Source: an optimization exercise on an open RTL-to-GDS flow (aim: small area, a short achievable clock period and few clock cycles per item). Production flows keep margins and buffers that such runs may drop.
Function was checked by simulation only, so behaviour that the tests miss may differ from the original.
No activity file was given, so power comes from the tool's default toggle rates.

==> fjord: inputs <==
Design vehicle_arc_pose_integrator, start of the top module:
module vehicle_arc_pose_integrator (
  input  logic         clk,
  input  logic         rst,
  input  logic         cfg_we,
  input  logic [15:0]  cfg_wdata,
  input  logic         s_tvalid,
  output logic         s_tready,
  input  logic [151:0] s_tdata,
  output logic         m_tvalid,
  input  logic         m_tready,
  output logic [143:0] m_tdata
);
make LEC_CHECK=0 CAP_MARGIN=20 CORE_MARGIN=2 CORE_UTILIZATION=35 SLEW_MARGIN=20 finish   # period 13.5 ns
run.sh (not shown) runs the stock make flow with config.mk's settings and CLKGATE_MAP_FILE= SYNTH_SCRIPT=/design/flow/synth_recipe.tcl, a recipe that flattens the netlist after the stock synthesis.
==> inputs of nickel, as changes to fjord <==
--- a/flow/design.v
+++ b/flow/design.v
@@ -71,20 +71,22 @@
   logic skipping;
   logic [63:0] hacc;
   logic signed [33:0] d3;
   logic [1:0] qd_r;
   logic div_steer;
-  logic dphase, dprev;
+  logic [1:0] dph;
+  logic [8:0] dctl;
   logic signed [31:0] c0x, c0y;
   logic c0f;
   logic signed [31:0] cx, cy, cz;
   logic cflip, cbusy, cbg;
   logic [4:0] ci, ciy_n;
   logic p_arc;
   logic signed [32:0] ma_r, mb_r;
   logic signed [31:0] mop;
   logic mprev;
+  logic bo0, bt0, bo1, bt1, na0, na1, nb0, nb1;
   logic signed [34:0] acc_a, acc_b;
   logic [1:0] lo_a, lo_b;
   logic [3:0] mcnt;
   logic neg_a, neg_b;
   logic out_free;
@@ -117,11 +119,12 @@
   always_comb begin
     back_idle = (rstate == R_IDLE) && (pstate == P_IDLE);
     f_move_ready = (fstate == F_WAIT) && (fcmd == 2'd0);
     diff_go = (rstate == R_DIFF) && (pstate == P_IDLE) && out_free
               && (tstate != T_AFTER_P) && (tstate != T_READY);
-    r_free = ((rstate == R_IDLE) && (!cbusy || (ci == 5'(vapi_pkg::CordicSteps)))) || diff_go;
+    r_free = ((rstate == R_IDLE) && (!cbusy || (ci == 5'(vapi_pkg::CordicSteps))))
+             || (diff_go && !m_tvalid);
     take_arc = f_move_ready && f_arc && r_free;
     take_straight = f_move_ready && !f_arc && back_idle && !cbusy && (tstate == T_NONE);
     ld_r_go = (fstate == F_WAIT) && (fcmd == 2'd2) && !ld_r_done && (rstate == R_IDLE);
     f_commit = (fstate == F_WAIT) && (fcmd != 2'd0) && out_free && (tstate == T_NONE)
                && ((fcmd == 2'd2) ? ((ld_r_done || (rstate == R_IDLE)) && (pstate == P_IDLE))
@@ -197,43 +200,51 @@
     end else begin
       hadd = 64'(qd_r) * 64'(vapi_pkg::InvTwoPiQ32);
     end
   end
   logic signed [32:0] ma, mb;
-  logic [2:0] bd0, bd1;
+  function automatic logic [2:0] benc(input logic [2:0] b);
+    benc = {b[1] ^ b[0], (b[2] & ~b[1] & ~b[0]) | (~b[2] & b[1] & b[0]), b[2]};
+  endfunction
+  function automatic logic [36:0] bsel(input logic signed [32:0] a, input logic one,
+                                       input logic two, input logic neg);
+    logic signed [36:0] v;
+    v = one ? 37'(a) : two ? 37'(a) <<< 1 : 37'sd0;
+    bsel = v ^ {37{neg}};
+  endfunction
   logic signed [36:0] sum_a, sum_b;
   always_comb begin
     ma = ma_r;
     mb = mb_r;
-    bd0 = {mop[1:0], mprev};
-    bd1 = mop[3:1];
-    sum_a = 37'(acc_a) + $signed(bpp(ma, bd0, neg_a)) + ($signed(bpp(ma, bd1, neg_a)) <<< 2)
-          + 37'(bd0[2] ^ neg_a) + (37'(bd1[2] ^ neg_a) << 2);
-    sum_b = 37'(acc_b) + $signed(bpp(mb, bd0, neg_b)) + ($signed(bpp(mb, bd1, neg_b)) <<< 2)
-          + 37'(bd0[2] ^ neg_b) + (37'(bd1[2] ^ neg_b) << 2);
+    sum_a = 37'(acc_a) + $signed(bsel(ma, bo0, bt0, na0)) + ($signed(bsel(ma, bo1, bt1, na1)) <<< 2)
+          + 37'(na0) + (37'(na1) << 2);
+    sum_b = 37'(acc_b) + $signed(bsel(mb, bo0, bt0, nb0)) + ($signed(bsel(mb, bo1, bt1, nb1)) <<< 2)
+          + 37'(nb0) + (37'(nb1) << 2);
   end
-  logic [24:0] dpart;
-  always_comb begin
-    logic [7:0] nv;
-    logic [8:0] sp;
-    sp = {sv_f[7:0], dprev};
-    nv = '0;
-    dpart = dphase ? hacc[24:0] : 25'd0;
-    for (int k = 0; k < 4; k++) begin
+  function automatic logic [8:0] denc(input logic [6:0] sp, input logic sgn);
+    for (int k = 0; k < 3; k++) begin
       logic [2:0] b;
-      logic one, two, ng;
-      logic [18:0] v;
+      logic one, two;
       b = sp[2*k +: 3];
       one = b[1] ^ b[0];
       two = (b[2] & ~b[1] & ~b[0]) | (~b[2] & b[1] & b[0]);
-      ng = (b[2] ^ f_sgn) & (one | two);
-      v = one ? {3'b000, rem[15:0]} : two ? {2'b00, rem[15:0], 1'b0} : 19'd0;
-      v = v ^ {19{ng}};
-      dpart = dpart + (25'($signed(v)) << (2 * k));
-      nv[2*k] = ng;
+      denc[3*k +: 3] = {(b[2] ^ sgn) & (one | two), two, one};
+    end
+  endfunction
+  logic [25:0] dpart;
+  always_comb begin
+    logic [5:0] nv;
+    nv = '0;
+    dpart = (dph != 2'd0) ? hacc[25:0] : 26'd0;
+    for (int k = 0; k < 3; k++) begin
+      logic [18:0] v;
+      v = dctl[3*k] ? {3'b000, rem[15:0]} : dctl[3*k+1] ? {2'b00, rem[15:0], 1'b0} : 19'd0;
+      v = v ^ {19{dctl[3*k+2]}};
+      dpart = dpart + (26'($signed(v)) << (2 * k));
+      nv[2*k] = dctl[3*k+2];
     end
-    dpart = dpart + 25'(nv);
+    dpart = dpart + 26'(nv);
   end
   logic signed [36:0] dpa, dpb;
   logic signed [31:0] x_upd, y_upd;
   always_comb begin
     dpa = p_arc ? $signed({acc_a, lo_a}) : 37'(acc_a >>> 6);
@@ -295,12 +306,12 @@
             2'd0: begin   
               sv_f <= $signed(s_tdata[33:18]);
               rem <= 31'(s_tdata[49:34]);
               f_sgn <= s_tdata[33];
               f_arc <= (steer_work != 0) && (r_work != 0);
-              dphase <= 1'b0;
-              dprev <= 1'b0;
+              dph <= 2'd0;
+              dctl <= denc({s_tdata[23:18], 1'b0}, s_tdata[33]);
               fstate <= F_DMUL;
             end
             2'd1: begin   
               sv_f <= sv_in;
               fstate <= F_ST0;
@@ -312,19 +323,20 @@
               fstate <= F_WAIT;
             end
             default: fstate <= F_WAIT;
           endcase
         end
-        F_DMUL: if (!dphase) begin
-          dvd[7:0] <= dpart[7:0];
-          hacc[24:0] <= 25'($signed(dpart[24:8]));
-          sv_f <= {{8{sv_f[15]}}, sv_f[15:8]};
-          dprev <= sv_f[7];
-          dphase <= 1'b1;
+        F_DMUL: if (dph != 2'd2) begin
+          if (dph == 2'd0) dvd[5:0] <= dpart[5:0];
+          else dvd[11:6] <= dpart[5:0];
+          hacc[25:0] <= 26'($signed(dpart[25:6]));
+          sv_f <= {{6{sv_f[15]}}, sv_f[15:6]};
+          dctl <= denc(sv_f[11:5], f_sgn);
+          dph <= dph + 2'd1;
         end else begin
-          rem <= 31'(dpart[22:16]);
-          dvd[23:8] <= dpart[15:0];
+          rem <= 31'(dpart[18:12]);
+          dvd[23:12] <= dpart[11:0];
           if (f_arc) begin
             dcnt <= 6'd48; hacc <= '0; skipping <= 1'b1; qd_r <= 2'd0;
             div_steer <= 1'b0;
             qneg <= f_sgn ^ r_work[31];
             d3 <= d3_n;
@@ -415,10 +427,13 @@
       if (diff_go) begin
         ma_r <= 33'(cy_n); mb_r <= 33'(cx_n);
         neg_a <= cflip; neg_b <= !cflip;
         p_arc <= 1'b1;
         mop <= r_reg; mprev <= 1'b0;
+        {bo0, bt0, na0} <= benc({r_reg[1:0], 1'b0}) ^ {2'b00, cflip};
+        {bo1, bt1, na1} <= benc(r_reg[3:1]) ^ {2'b00, cflip};
+        nb0 <= r_reg[1] ^ !cflip; nb1 <= r_reg[3] ^ !cflip;
         acc_a <= '0; acc_b <= '0; mcnt <= 4'd7;
         c0x <= cx; c0y <= cy; c0f <= cflip;
         heading_angle <= heading_work;
         if (tstate == T_AFTER_R) tstate <= T_AFTER_P;
         pstate <= P_MUL;
@@ -432,19 +447,25 @@
       end
       unique case (pstate)
         P_IDLE: if (take_straight) begin
           ma_r <= 33'(c0x); mb_r <= 33'(c0y);
           mop <= {1'b0, rem[6:0], dvd}; mprev <= 1'b0;
+          {bo0, bt0, na0} <= benc({dvd[1:0], 1'b0}) ^ {2'b00, f_sgn ^ c0f};
+          {bo1, bt1, na1} <= benc(dvd[3:1]) ^ {2'b00, f_sgn ^ c0f};
+          nb0 <= dvd[1] ^ f_sgn ^ c0f; nb1 <= dvd[3] ^ f_sgn ^ c0f;
           neg_a <= f_sgn ^ c0f; neg_b <= f_sgn ^ c0f;
           acc_a <= '0; acc_b <= '0; mcnt <= 4'd7;
           p_arc <= 1'b0;
           pstate <= P_MUL;
         end
         P_MUL: begin
           acc_a <= 35'(sum_a >>> 4); lo_a <= sum_a[3:2];
           acc_b <= 35'(sum_b >>> 4); lo_b <= sum_b[3:2];
           mop <= mop >>> 4; mprev <= mop[3];
+          {bo0, bt0, na0} <= benc(mop[5:3]) ^ {2'b00, neg_a};
+          {bo1, bt1, na1} <= benc(mop[7:5]) ^ {2'b00, neg_a};
+          nb0 <= mop[5] ^ neg_b; nb1 <= mop[7] ^ neg_b;
           mcnt <= mcnt - 4'd1;
           if (mcnt == 4'd0) pstate <= P_ADD;
         end
         P_ADD: if (out_free) begin
           x_position <= x_upd;
- CORE_UTILIZATION: 35 -> 40
==> results.txt <==
Between fjord and nickel, the lower setup slack is in fjord (gap 0.89 ns).
In nickel the critical path depth is lower than in fjord, by 3.
In nickel the area after synthesis is lower than in fjord, by about 2.2%.
Clock skew: fjord is lower than nickel (0.017 ns).
In nickel the synthesized cell count is smaller than in fjord, by about 6%.
Of fjord and nickel, fjord has the higher combinational power (gap about 9%, measured against nickel).
Between fjord and nickel, the lower register-to-register slack is in fjord (gap 0.89 ns).
Clock power is about the same in fjord and nickel.
==> figures <==
                                                                  nickel           fjord
Combinational share of power                                        71.0%           73.3%
Count of cell instances traversed by the critical path                 18              21
Post-synthesis sequential element count                               804             791
Non-CTS inverters                                                     287             462
Worst vdd rail ir drop                                           0.481 mV        0.891 mV
Min cycle time layout                                             7.06 ns         7.95 ns
Relative contribution of the clock network to total power           12.1%           11.6%
Met2 wire length                                                   135 mm          144 mm
Area of the die                                              191000 sq um    223000 sq um
Maximum single-stage delay on the critical path                   0.90 ns         1.01 ns
Power density of the placed cells                             293 nW/um^2     299 nW/um^2
Power after layout                                                24.7 mW         25.9 mW
Number of flops mapped to enable cells by yosys                       414             401
Power spent charging and discharging nets                         13.1 mW         14.3 mW
Status                                                     finished clean  finished clean
Cell count after synthesis                                           9194            9757
Number of fill cells in the layout                                  18.5k           22.1k
Testbench counts of fjord, summed over its fixed seeds: cycles 199,480, items 9,600.
Testbench counts of nickel, summed over its fixed seeds: cycles 202,530, items 9,600.

==> afterwards: timing with drivers on the ports <==
No port has a modelled driver above. Below, the same layouts with a new extraction and two added sets of constraints. Step 1, drivers: a clkbuf_16 drives clk and a buf_2 each remaining input, both assumed. Step 2 adds t to the input delays and takes it off the output delays; t is the mean of the earliest and latest rising clock arrival at the registers after step 1. Input paths then give back, and output paths get back, about the clock's delay inside the block. a / b / c = ideal / step 1 / step 2; a / b = the first two.
run	t, ns	slack for setup (ns)	latest minus earliest clock arrival (ns)
fjord	0.856	5.550 / 5.550 / 5.416	0.036 / 0.036
nickel	0.843	6.439 / 6.439 / 5.781	0.054 / 0.054
After both steps every run listed still meets setup and hold. The setup slack of nickel, which loses most, moves by 0.000 ns with the drivers and by -0.658 ns with both steps.
